Source: an optimization exercise on an open RTL-to-GDS flow (aim: small area, a short achievable clock period and few clock cycles per item). Production flows keep margins and buffers that such runs may drop.
The RTL was checked by simulation tests, not by an equivalence proof against the original design.
No activity file was given, so power comes from the tool's default toggle rates.

==> job 1607: inputs <==
Design int_backend, start of the top module:
module int_backend (
  input  logic             clk_i,
  input  logic             rst_ni,
  input  logic             fetch_valid_i,
  output logic             fetch_ready_o,
  input  logic [32-1:0] fetch_pc_i,
  input  logic [2:0]       fetch_op_i,
  input  logic [4:0]       fetch_rd_i,
  input  logic [4:0]       fetch_rs1_i,
  input  logic [4:0]       fetch_rs2_i,
  input  logic [32-1:0] fetch_imm_i,
  input  logic             fetch_redirected_i,
  output logic             redirect_valid_o,
  output logic [32-1:0] redirect_pc_o,
  output logic             commit_valid_o,
  output logic [32-1:0] commit_pc_o,
  output logic [4:0]       commit_rd_o,
  output logic [32-1:0] commit_data_o
);
clock: 15.5 ns
lec_check: 0
cap_margin: 20
core_margin: 2
core_utilization: 40
slew_margin: 20
run.sh (not shown) runs the stock make flow with config.mk's settings and CLKGATE_MAP_FILE= SYNTH_SCRIPT=/design/flow/synth_recipe.tcl, a recipe that flattens the netlist after the stock synthesis.
==> job 442 (differences from job 1607) <==
--- a/flow/design.v
+++ b/flow/design.v
@@ -813,52 +813,87 @@
     row1_q <= row1;
     row2_q <= row2;
   end
   assign csa_s = row0_q ^ row1_q ^ row2_q;
   assign csa_c = (row0_q & row1_q) | (row0_q & row2_q) | (row1_q & row2_q);
-  assign product_o = csa_s + {csa_c[32-2:0], 1'b0};
+  prefix_add #(.W(32)) add_product (
+    .a_i (csa_s), .b_i ({csa_c[32-2:0], 1'b0}), .ci_i (1'b0), .sum_o (product_o)
+  );
 endmodule
 `timescale 1ns/1ps
+module prefix_add #(
+  parameter int W = 32
+) (
+  input  logic [W-1:0] a_i,
+  input  logic [W-1:0] b_i,
+  input  logic         ci_i,
+  output logic [W-1:0] sum_o
+);
+  localparam int L = $clog2(W);
+  logic [W-1:0] g [0:L];
+  logic [W-1:0] p [0:L];
+  logic [W-1:0] x;
+  assign x = a_i ^ b_i;
+  assign p[0] = x;
+  assign g[0] = (a_i & b_i) | {{(W-1){1'b0}}, x[0] & ci_i};
+  genvar l, i;
+  generate
+    for (l = 0; l < L; l++) begin : gen_level
+      for (i = 0; i < W; i++) begin : gen_bit
+        if ((i >> l) & 1) begin : gen_op
+          localparam int J = ((i >> l) << l) - 1;
+          assign g[l+1][i] = g[l][i] | (p[l][i] & g[l][J]);
+          assign p[l+1][i] = p[l][i] & p[l][J];
+        end else begin : gen_pass
+          assign g[l+1][i] = g[l][i];
+          assign p[l+1][i] = p[l][i];
+        end
+      end
+    end
+  endgenerate
+  assign sum_o = x ^ {g[L][W-2:0], ci_i};
+endmodule
 module exec_pipe (
   input  logic [32-1:0] pc_i,
-  input  logic [2:0]       op_i,
+  input  logic [4:0]       sel_i,
+  input  logic             sub_i,
+  input  logic             jal_i,
+  input  logic             beq_i,
   input  logic [32-1:0] imm_i,
   input  logic [32-1:0] rs1_i,
   input  logic [32-1:0] rs2_i,
   output logic [32-1:0] result_o,
   output logic [32-1:0] next_pc_o
 );
   logic [32-1:0] operand_b;
   logic [32-1:0] link_pc;
   logic [32-1:0] target_pc;
   logic             taken;
-  logic             sub;
   logic [32-1:0] csa_y;
-  logic [32-1:0] csa_z;
   logic [32-1:0] csa_s;
   logic [32-1:0] csa_c;
-  logic [32:0]   sum;
-  assign operand_b = rs2_i + imm_i;
-  assign link_pc   = pc_i + 32'd4;
-  assign target_pc = pc_i + imm_i;
-  assign taken     = op_i == 3'd7 || (op_i == 3'd6 && rs1_i == rs2_i);
+  logic [32-1:0] sum;
+  prefix_add #(.W(32)) add_b (
+    .a_i (rs2_i), .b_i (imm_i), .ci_i (1'b0), .sum_o (operand_b)
+  );
+  prefix_add #(.W(32)) add_target (
+    .a_i (pc_i), .b_i (imm_i), .ci_i (1'b0), .sum_o (target_pc)
+  );
+  assign link_pc   = {pc_i[32-1:2] + 30'd1, pc_i[1:0]};
+  assign taken     = jal_i || (beq_i && rs1_i == rs2_i);
   assign next_pc_o = taken ? target_pc : link_pc;
-  assign sub   = op_i == 3'd1;
-  assign csa_y = sub ? ~rs2_i : rs2_i;
-  assign csa_z = sub ? ~imm_i : imm_i;
-  assign csa_s = rs1_i ^ csa_y ^ csa_z;
-  assign csa_c = (rs1_i & csa_y) | (rs1_i & csa_z) | (csa_y & csa_z);
-  assign sum   = {csa_s, sub} + {csa_c[32-2:0], sub, sub};
-  always_comb begin
-    case (op_i)
-      3'd0, 3'd1: result_o = sum[32:1];
-      3'd2: result_o = rs1_i & operand_b;
-      3'd3:  result_o = rs1_i | operand_b;
-      3'd4: result_o = rs1_i ^ operand_b;
-      default: result_o = link_pc;
-    endcase
-  end
+  assign csa_y = sub_i ? ~rs2_i : rs2_i;
+  assign csa_s = rs1_i ^ csa_y ^ imm_i;
+  assign csa_c = (rs1_i & csa_y) | (rs1_i & imm_i) | (csa_y & imm_i);
+  prefix_add #(.W(32)) add_sum (
+    .a_i (csa_s), .b_i ({csa_c[32-2:0], sub_i}), .ci_i (sub_i), .sum_o (sum)
+  );
+  assign result_o = ({32{sel_i[0]}} & sum)
+                  | ({32{sel_i[1]}} & (rs1_i & operand_b))
+                  | ({32{sel_i[2]}} & (rs1_i | operand_b))
+                  | ({32{sel_i[3]}} & (rs1_i ^ operand_b))
+                  | ({32{sel_i[4]}} & link_pc);
 endmodule
 `timescale 1ns/1ps
 module issue_ctrl (
   input  logic             clk_i,
   input  logic             rst_ni,
@@ -874,11 +909,15 @@
   input  logic [32-1:0] next_pc_i,
   output logic [4:0]       de_rs1_o,
   output logic [4:0]       de_rs2_o,
   output logic             stall_o,
   output logic [32-1:0] ex1_pc_o,
-  output logic [2:0]       ex1_op_o,
+  output logic [4:0]       ex1_sel_o,
+  output logic             ex1_sub_o,
+  output logic             ex1_jal_o,
+  output logic             ex1_beq_o,
+  output logic             ex1_mul_o,
   output logic [4:0]       ex1_rd_o,
   output logic [32-1:0] ex1_imm_o,
   output logic             ex1_done_o,
   output logic             redirect_valid_o,
   output logic [32-1:0] redirect_pc_o
@@ -891,11 +930,15 @@
   logic [4:0]       de_rs2_q;
   logic [32-1:0] de_imm_q;
   logic             de_redirected_q;
   logic             ex1_valid_q;
   logic [32-1:0] ex1_pc_q;
-  logic [2:0]       ex1_op_q;
+  logic [4:0]       ex1_sel_q;
+  logic             ex1_sub_q;
+  logic             ex1_jal_q;
+  logic             ex1_beq_q;
+  logic             ex1_mul_q;
   logic [4:0]       ex1_rd_q;
   logic [32-1:0] ex1_imm_q;
   logic             ex1_redirected_q;
   logic             normal_q;
   logic [32-1:0] expected_pc_q;
@@ -936,30 +979,42 @@
       stall_q    <= stall_d;
       redirect_q <= redirect;
     end
   end
   always_ff @(posedge clk_i) begin
-    if (accept) begin
+    if (!stall_q) begin
       de_pc_q         <= fetch_pc_i;
       de_op_q         <= fetch_op_i;
       de_rd_q         <= fetch_rd_i;
       de_rs1_q        <= fetch_rs1_i;
       de_rs2_q        <= fetch_rs2_i;
       de_imm_q        <= fetch_imm_i;
       de_redirected_q <= fetch_redirected_i;
     end
     ex1_pc_q         <= de_pc_q;
-    ex1_op_q         <= de_op_q;
+    ex1_sel_q[0]     <= de_op_q == 3'd0 || de_op_q == 3'd1;
+    ex1_sel_q[1]     <= de_op_q == 3'd2;
+    ex1_sel_q[2]     <= de_op_q == 3'd3;
+    ex1_sel_q[3]     <= de_op_q == 3'd4;
+    ex1_sel_q[4]     <= de_op_q == 3'd6 || de_op_q == 3'd7;
+    ex1_sub_q        <= de_op_q == 3'd1;
+    ex1_jal_q        <= de_op_q == 3'd7;
+    ex1_beq_q        <= de_op_q == 3'd6;
+    ex1_mul_q        <= de_op_q == 3'd5;
     ex1_rd_q         <= (de_op_q == 3'd6) ? 5'd0 : de_rd_q;
-    ex1_imm_q        <= de_imm_q;
+    ex1_imm_q        <= (de_op_q == 3'd1) ? ~de_imm_q : de_imm_q;
     ex1_redirected_q <= de_redirected_q;
   end
   assign de_rs1_o  = de_rs1_q;
   assign de_rs2_o  = de_rs2_q;
   assign stall_o   = stall_q;
   assign ex1_pc_o  = ex1_pc_q;
-  assign ex1_op_o  = ex1_op_q;
+  assign ex1_sel_o = ex1_sel_q;
+  assign ex1_sub_o = ex1_sub_q;
+  assign ex1_jal_o = ex1_jal_q;
+  assign ex1_beq_o = ex1_beq_q;
+  assign ex1_mul_o = ex1_mul_q;
   assign ex1_rd_o  = ex1_rd_q;
   assign ex1_imm_o = ex1_imm_q;
   assign redirect_valid_o = redirect_q;
   assign redirect_pc_o    = expected_pc_q;
 endmodule
@@ -985,11 +1040,15 @@
 );
   logic [4:0]       de_rs1;
   logic [4:0]       de_rs2;
   logic             stall;
   logic [32-1:0] ex1_pc;
-  logic [2:0]       ex1_op;
+  logic [4:0]       ex1_sel;
+  logic             ex1_sub;
+  logic             ex1_jal;
+  logic             ex1_beq;
+  logic             ex1_mul;
   logic [4:0]       ex1_rd;
   logic [32-1:0] ex1_imm;
   logic             ex1_done;
   logic [32-1:0] rf_rs1;
   logic [32-1:0] rf_rs2;
@@ -1023,11 +1082,15 @@
     .next_pc_i          (next_pc),
     .de_rs1_o           (de_rs1),
     .de_rs2_o           (de_rs2),
     .stall_o            (stall),
     .ex1_pc_o           (ex1_pc),
-    .ex1_op_o           (ex1_op),
+    .ex1_sel_o          (ex1_sel),
+    .ex1_sub_o          (ex1_sub),
+    .ex1_jal_o          (ex1_jal),
+    .ex1_beq_o          (ex1_beq),
+    .ex1_mul_o          (ex1_mul),
     .ex1_rd_o           (ex1_rd),
     .ex1_imm_o          (ex1_imm),
     .ex1_done_o         (ex1_done),
     .redirect_valid_o   (redirect_valid_o),
     .redirect_pc_o      (redirect_pc_o)
@@ -1064,11 +1127,14 @@
     .operand_b_i (rs2),
     .product_o   (mul_data)
   );
   exec_pipe exec_pipe_inst (
     .pc_i      (ex1_pc),
-    .op_i      (ex1_op),
+    .sel_i     (ex1_sel),
+    .sub_i     (ex1_sub),
+    .jal_i     (ex1_jal),
+    .beq_i     (ex1_beq),
     .imm_i     (ex1_imm),
     .rs1_i     (rs1),
     .rs2_i     (rs2),
     .result_o  (alu_result),
     .next_pc_o (next_pc)
@@ -1081,11 +1147,11 @@
       ex2_done_q     <= ex1_done;
       commit_valid_q <= ex2_done_q;
     end
   end
   always_ff @(posedge clk_i) begin
-    ex2_mul_q     <= ex1_op == 3'd5;
+    ex2_mul_q     <= ex1_mul;
     ex2_rd_q      <= ex1_rd;
     ex2_pc_q      <= ex1_pc;
     ex2_data_q    <= alu_result;
     commit_pc_q   <= ex2_pc_q;
     commit_rd_q   <= ex2_rd_q;
==> flow/flow/run.sh (new file) <==
#!/bin/bash
# The standard layout, with the resizer's setup repair (after floorplan,
# CTS and global route) aiming for slack beyond the clock period's.
set -euo pipefail
bash standard.sh SETUP_SLACK_MARGIN=11 finish > make_finish.log 2>&1
==> flow/standard.sh (new file) <==
#!/bin/bash
# synth_recipe.tcl (not shown) runs the flow's synth.tcl, then flattens the netlist and writes it again
# the make line also repeats each setting of config.mk as NAME=value (left out here)
make -C /OpenROAD-flow-scripts/flow DESIGN_CONFIG=/design/flow/config.mk WORK_HOME=/design/flow/orfs CLKGATE_MAP_FILE= SYNTH_SCRIPT=/design/flow/synth_recipe.tcl "${@:-finish}"
removed: flow/run.sh
==> run summary <==
- Job 1607 finished clean. Job 442 completed without violations.
- Cell area: job 1607 is smaller than job 442 (about 1.2%).
- Between job 442 and job 1607, the lower power is in job 1607 (gap 5.9%, measured against job 1607).
- Of job 1607 and job 442, job 1607 has the higher critical path depth (gap 15).
- In job 1607 the non-clock buffer count is lower than in job 442, by 133.
- Between job 442 and job 1607, the lower die area is in job 442 (gap 0.87%, measured against job 1607).
- Against job 1607, the clock power of job 442 is higher by about 2%.
Testbench counts of job 1607, summed over its fixed seeds: cycles 12,322, instrs 12,000.
Testbench counts of job 442, summed over its fixed seeds: cycles 12,322, instrs 12,000.

==> build 56: inputs <==
int_backend, a different RTL version from the one above (not shown whole).
export LEC_CHECK = 0
export CAP_MARGIN = 20
export CORE_MARGIN = 2
export CORE_UTILIZATION = 40
export SLEW_MARGIN = 20
create_clock -name core_clock -period 15.5 [get_ports {clk_i}]
standard.sh (not shown) runs the stock make flow with config.mk's settings and CLKGATE_MAP_FILE= SYNTH_SCRIPT=/design/flow/synth_recipe.tcl, a recipe that flattens the netlist after the stock synthesis.
==> flow/flow/run.sh <==
#!/bin/bash
# The standard layout, with the resizer's setup repair (after floorplan,
# CTS and global route) aiming for slack beyond the clock period's.
set -euo pipefail
bash standard.sh SETUP_SLACK_MARGIN=11 finish > make_finish.log 2>&1
==> build 15: changes against build 56 <==
--- a/flow/design.v
+++ b/flow/design.v
@@ -1510,28 +1510,26 @@
   input  logic             beq_i,
   input  logic [32-1:0] imm_i,
   input  logic [32-1:0] rs1_i,
   input  logic [32-1:0] rs2_i,
   output logic [32-1:0] result_o,
   output logic [32-1:0] next_pc_o
 );
-  logic [32-1:0] add_x;
   logic [32-1:0] operand_b;
   logic [32-1:0] link_pc;
   logic [32-1:0] target_pc;
   logic             taken;
   logic [32-1:0] csa_y;
   logic [32-1:0] csa_s;
   logic [32-1:0] csa_c;
   logic [32-1:0] sum;
-  assign add_x = (jal_i || beq_i) ? pc_i : rs2_i;
-  prefix_add #(.W(32)) add_imm (
-    .a_i (add_x), .b_i (imm_i), .ci_i (1'b0), .sum_o (operand_b)
+  prefix_add #(.W(32)) add_b (
+    .a_i (rs2_i), .b_i (imm_i), .ci_i (1'b0), .sum_o (operand_b)
   );
-  assign target_pc = operand_b;
+  assign target_pc = imm_i;
   assign link_pc   = {pc_i[32-1:2] + 30'd1, pc_i[1:0]};
   assign taken     = jal_i || (beq_i && rs1_i == rs2_i);
   assign next_pc_o = taken ? target_pc : link_pc;
   assign csa_y = sub_i ? ~rs2_i : rs2_i;
   assign csa_s = rs1_i ^ csa_y ^ imm_i;
   assign csa_c = (rs1_i & csa_y) | (rs1_i & imm_i) | (csa_y & imm_i);
   prefix_add #(.W(32)) add_sum (
@@ -1596,36 +1594,40 @@
   logic             ex1_redirected_q;
   logic             normal_q;
   logic [32-1:0] expected_pc_q;
   logic             stall_q;
   logic             ready_q;
   logic             redirect_q;
   logic             accept;
+  logic [32-1:0] de_target;
   logic             de_mul_rd;
   logic             stall_d;
   logic             pc_match;
   logic             run;
   logic             redirect;
   assign accept        = fetch_valid_i && !stall_q;
   assign fetch_ready_o = ready_q;
   assign de_mul_rd     = de_valid_q && de_op_q == 3'd5 && de_rd_q != 5'd0;
   assign stall_d       = !stall_q && accept && de_mul_rd &&
                          (de_rd_q == fetch_rs1_i || de_rd_q == fetch_rs2_i);
+  prefix_add #(.W(32)) add_target (
+    .a_i (de_pc_q), .b_i (de_imm_q), .ci_i (1'b0), .sum_o (de_target)
+  );
   assign pc_match   = ex1_pc_q == expected_pc_q;
   assign run        = normal_q ? pc_match : ex1_redirected_q;
   assign redirect   = ex1_valid_q && normal_q && !pc_match;
   assign ex1_done_o = ex1_valid_q && run;
   always_ff @(posedge clk_i or negedge rst_ni) begin
     if (!rst_ni) begin
       de_valid_q    <= 1'b0;
       ex1_valid_q   <= 1'b0;
       normal_q      <= 1'b0;
       expected_pc_q <= 32'h0000_0000;
       stall_q       <= 1'b0;
-      ready_q       <= 1'b1;
+      ready_q       <= 1'b0;
       redirect_q    <= 1'b0;
     end else begin
       de_valid_q  <= accept || (stall_q && de_valid_q);
       ex1_valid_q <= de_valid_q && !stall_q;
       if (ex1_done_o) begin
         normal_q      <= 1'b1;
         expected_pc_q <= next_pc_i;
@@ -1640,33 +1642,39 @@
   always_ff @(posedge clk_i) begin
     if (!stall_q) begin
       de_pc_q         <= fetch_pc_i;
       de_op_q         <= fetch_op_i;
       de_rd_q         <= fetch_rd_i;
       de_rs1_q        <= fetch_rs1_i;
       de_rs2_q        <= fetch_rs2_i;
-      for (int i = 0; i < 32; i++) begin
-        de_sel1_q[i] <= fetch_rs1_i == i;
-        de_sel2_q[i] <= fetch_rs2_i == i;
-      end
       de_imm_q        <= fetch_imm_i;
       de_redirected_q <= fetch_redirected_i;
     end
+    for (int i = 0; i < 32; i++) begin
+      de_sel1_q[i] <= (stall_q ? de_rs1_q : fetch_rs1_i) == i;
+      de_sel2_q[i] <= (stall_q ? de_rs2_q : fetch_rs2_i) == i;
+    end
     ex1_pc_q         <= de_pc_q;
     ex1_sel_q[0]     <= de_op_q == 3'd0 || de_op_q == 3'd1;
     ex1_sel_q[1]     <= de_op_q == 3'd2;
     ex1_sel_q[2]     <= de_op_q == 3'd3;
     ex1_sel_q[3]     <= de_op_q == 3'd4;
     ex1_sel_q[4]     <= de_op_q == 3'd6 || de_op_q == 3'd7;
     ex1_sub_q        <= de_op_q == 3'd1;
     ex1_jal_q        <= de_op_q == 3'd7;
     ex1_beq_q        <= de_op_q == 3'd6;
     ex1_mul_q        <= de_op_q == 3'd5;
     ex1_rd_q         <= (de_op_q == 3'd6) ? 5'd0 : de_rd_q;
-    ex1_imm_q        <= (de_op_q == 3'd1) ? ~de_imm_q : de_imm_q;
+    if (de_op_q == 3'd6 || de_op_q == 3'd7) begin
+      ex1_imm_q      <= de_target;
+    end else if (de_op_q == 3'd1) begin
+      ex1_imm_q      <= ~de_imm_q;
+    end else begin
+      ex1_imm_q      <= de_imm_q;
+    end
     ex1_redirected_q <= de_redirected_q;
   end
   assign de_rs1_o  = de_rs1_q;
   assign de_rs2_o  = de_rs2_q;
   assign de_sel1_o = de_sel1_q;
   assign de_sel2_o = de_sel2_q;
   assign stall_o   = stall_q;
==> flow/flow/run.sh (replaced) <==
#!/bin/bash
# The standard layout, with the resizer's setup repair (after floorplan,
# CTS and global route) aiming for slack beyond the clock period's, and a
# clock tree of fewer, larger sink clusters without dummy loads.
set -euo pipefail
bash standard.sh SETUP_SLACK_MARGIN=11 \
  "CTS_ARGS=-sink_clustering_enable -repair_clock_nets -sink_clustering_size 22 -sink_clustering_max_diameter 100 -dont_use_dummy_load" \
  finish > make_finish.log 2>&1
CAP_MARGIN = 10   (was 20)
CORE_UTILIZATION = 60   (was 40)
SLEW_MARGIN = 10   (was 20)
==> trial 22: changes against build 56 <==
--- a/flow/design.v
+++ b/flow/design.v
@@ -1510,28 +1510,26 @@
   input  logic             beq_i,
   input  logic [32-1:0] imm_i,
   input  logic [32-1:0] rs1_i,
   input  logic [32-1:0] rs2_i,
   output logic [32-1:0] result_o,
   output logic [32-1:0] next_pc_o
 );
-  logic [32-1:0] add_x;
   logic [32-1:0] operand_b;
   logic [32-1:0] link_pc;
   logic [32-1:0] target_pc;
   logic             taken;
   logic [32-1:0] csa_y;
   logic [32-1:0] csa_s;
   logic [32-1:0] csa_c;
   logic [32-1:0] sum;
-  assign add_x = (jal_i || beq_i) ? pc_i : rs2_i;
-  prefix_add #(.W(32)) add_imm (
-    .a_i (add_x), .b_i (imm_i), .ci_i (1'b0), .sum_o (operand_b)
+  prefix_add #(.W(32)) add_b (
+    .a_i (rs2_i), .b_i (imm_i), .ci_i (1'b0), .sum_o (operand_b)
   );
-  assign target_pc = operand_b;
+  assign target_pc = imm_i;
   assign link_pc   = {pc_i[32-1:2] + 30'd1, pc_i[1:0]};
   assign taken     = jal_i || (beq_i && rs1_i == rs2_i);
   assign next_pc_o = taken ? target_pc : link_pc;
   assign csa_y = sub_i ? ~rs2_i : rs2_i;
   assign csa_s = rs1_i ^ csa_y ^ imm_i;
   assign csa_c = (rs1_i & csa_y) | (rs1_i & imm_i) | (csa_y & imm_i);
   prefix_add #(.W(32)) add_sum (
@@ -1596,36 +1594,40 @@
   logic             ex1_redirected_q;
   logic             normal_q;
   logic [32-1:0] expected_pc_q;
   logic             stall_q;
   logic             ready_q;
   logic             redirect_q;
   logic             accept;
+  logic [32-1:0] de_target;
   logic             de_mul_rd;
   logic             stall_d;
   logic             pc_match;
   logic             run;
   logic             redirect;
   assign accept        = fetch_valid_i && !stall_q;
   assign fetch_ready_o = ready_q;
   assign de_mul_rd     = de_valid_q && de_op_q == 3'd5 && de_rd_q != 5'd0;
   assign stall_d       = !stall_q && accept && de_mul_rd &&
                          (de_rd_q == fetch_rs1_i || de_rd_q == fetch_rs2_i);
+  prefix_add #(.W(32)) add_target (
+    .a_i (de_pc_q), .b_i (de_imm_q), .ci_i (1'b0), .sum_o (de_target)
+  );
   assign pc_match   = ex1_pc_q == expected_pc_q;
   assign run        = normal_q ? pc_match : ex1_redirected_q;
   assign redirect   = ex1_valid_q && normal_q && !pc_match;
   assign ex1_done_o = ex1_valid_q && run;
   always_ff @(posedge clk_i or negedge rst_ni) begin
     if (!rst_ni) begin
       de_valid_q    <= 1'b0;
       ex1_valid_q   <= 1'b0;
       normal_q      <= 1'b0;
       expected_pc_q <= 32'h0000_0000;
       stall_q       <= 1'b0;
-      ready_q       <= 1'b1;
+      ready_q       <= 1'b0;
       redirect_q    <= 1'b0;
     end else begin
       de_valid_q  <= accept || (stall_q && de_valid_q);
       ex1_valid_q <= de_valid_q && !stall_q;
       if (ex1_done_o) begin
         normal_q      <= 1'b1;
         expected_pc_q <= next_pc_i;
@@ -1658,15 +1660,21 @@
     ex1_sel_q[3]     <= de_op_q == 3'd4;
     ex1_sel_q[4]     <= de_op_q == 3'd6 || de_op_q == 3'd7;
     ex1_sub_q        <= de_op_q == 3'd1;
     ex1_jal_q        <= de_op_q == 3'd7;
     ex1_beq_q        <= de_op_q == 3'd6;
     ex1_mul_q        <= de_op_q == 3'd5;
     ex1_rd_q         <= (de_op_q == 3'd6) ? 5'd0 : de_rd_q;
-    ex1_imm_q        <= (de_op_q == 3'd1) ? ~de_imm_q : de_imm_q;
+    if (de_op_q == 3'd6 || de_op_q == 3'd7) begin
+      ex1_imm_q      <= de_target;
+    end else if (de_op_q == 3'd1) begin
+      ex1_imm_q      <= ~de_imm_q;
+    end else begin
+      ex1_imm_q      <= de_imm_q;
+    end
     ex1_redirected_q <= de_redirected_q;
   end
   assign de_rs1_o  = de_rs1_q;
   assign de_rs2_o  = de_rs2_q;
   assign de_sel1_o = de_sel1_q;
   assign de_sel2_o = de_sel2_q;
   assign stall_o   = stall_q;
CORE_UTILIZATION = 55   (was 40)
CTS_CLUSTER_DIAMETER = 100   (was unset)
CTS_CLUSTER_SIZE = 22   (was unset)
==> qor summary <==
|  | build 56 | build 15 | trial 22 |
|---|---|---|---|
| P_comb | 2.54 mW | 3.24 mW | 3.33 mW |
| Switching power total | 3.70 mW | 3.74 mW | 3.93 mW |
| Result of the run | no timing/DRC/antenna violations | no timing/DRC/antenna violations | no timing/DRC/antenna violations |
| Finished Cell Area | 0.0935 mm2 | 0.0880 mm2 | 0.0890 mm2 |
| Internal power summed over all cells | 8.21 mW | 7.20 mW | 7.38 mW |
| Multi-input logic cell count | 3883 | 3892 | 3890 |
| Layout area overhead | 15.3% | 9.24% | 9.63% |
| Seq/Total Area, Yosys | 53.6% | 53.0% | 53.5% |
| Clock buffer cells | 206 | 86 | 147 |
| Sequential share of power | 43.8% | 48.9% | 48.0% |
| Fraction of area in multi-input gates | 37.2% | 39.6% | 38.9% |
| Count of buffer and inverter cells on the critical path | 1 | 2 | 1 |
| Starting utilization of the core area | 40.2% | 60.4% | 55.2% |
| Total half-perimeter wirelength after legalization and detailed placement | 204000 um | 196000 um | 202000 um |
| Wire length the detailed router placed on met1 | 119000 um | 109000 um | 116000 um |
| Xor and xnor fraction of the mapped netlist area | 2.94% | 3.43% | 3.43% |
| Final critical path time including I/O delays and setup | 4.54 ns | 4.60 ns | 4.48 ns |
| Number of buffers outside the clock class in the layout | 474 | 421 | 424 |
Testbench counts of build 56, summed over its fixed seeds: cycles 12,322, instrs 12,000.
Testbench counts of build 15, summed over its fixed seeds: cycles 12,322, instrs 12,000.
Testbench counts of trial 22, summed over its fixed seeds: cycles 12,322, instrs 12,000.

## afterwards: timing with drivers on the ports
In the flow no input, the clock included, has a driving cell. The finished layouts below were timed again as built, in two steps.
Step 1 (the two cells are an assumption about what drives the block):
set clk [get_ports {clk_i}]
set_driving_cell -lib_cell sky130_fd_sc_hd__clkbuf_16 $clk
set_driving_cell -lib_cell sky130_fd_sc_hd__buf_2 [delete_from_list [all_inputs] $clk]
Step 2 moves the port delays by t, midway between the first and last clock arrival at a register: inputs arrive t later, outputs are due t later. That takes back most of the time a late clock gives input paths.
Three values: no drivers, after step 1, after step 2; two values: the first two.
run	shift t [ns]	setup WS [ns]	latest minus earliest clock arrival (ns)	worst slew at a driven data input, ns
job 1607	0.879	9.914 / 9.914 / 9.914	0.074 / 0.074	0.08
job 442	0.876	10.940 / 10.855 / 11.026	0.062 / 0.062	0.08
build 56	0.920	10.957 / 10.860 / 10.632	0.057 / 0.058	0.08
build 15	0.787	10.896 / 10.896 / 10.811	0.107 / 0.106	0.07
trial 22	0.816	11.018 / 10.935 / 10.570	0.103 / 0.104	0.06
After both steps setup and hold are still met in every run listed. The setup slack of trial 22, which loses most, moves by -0.083 ns with the drivers and by -0.448 ns with both steps.
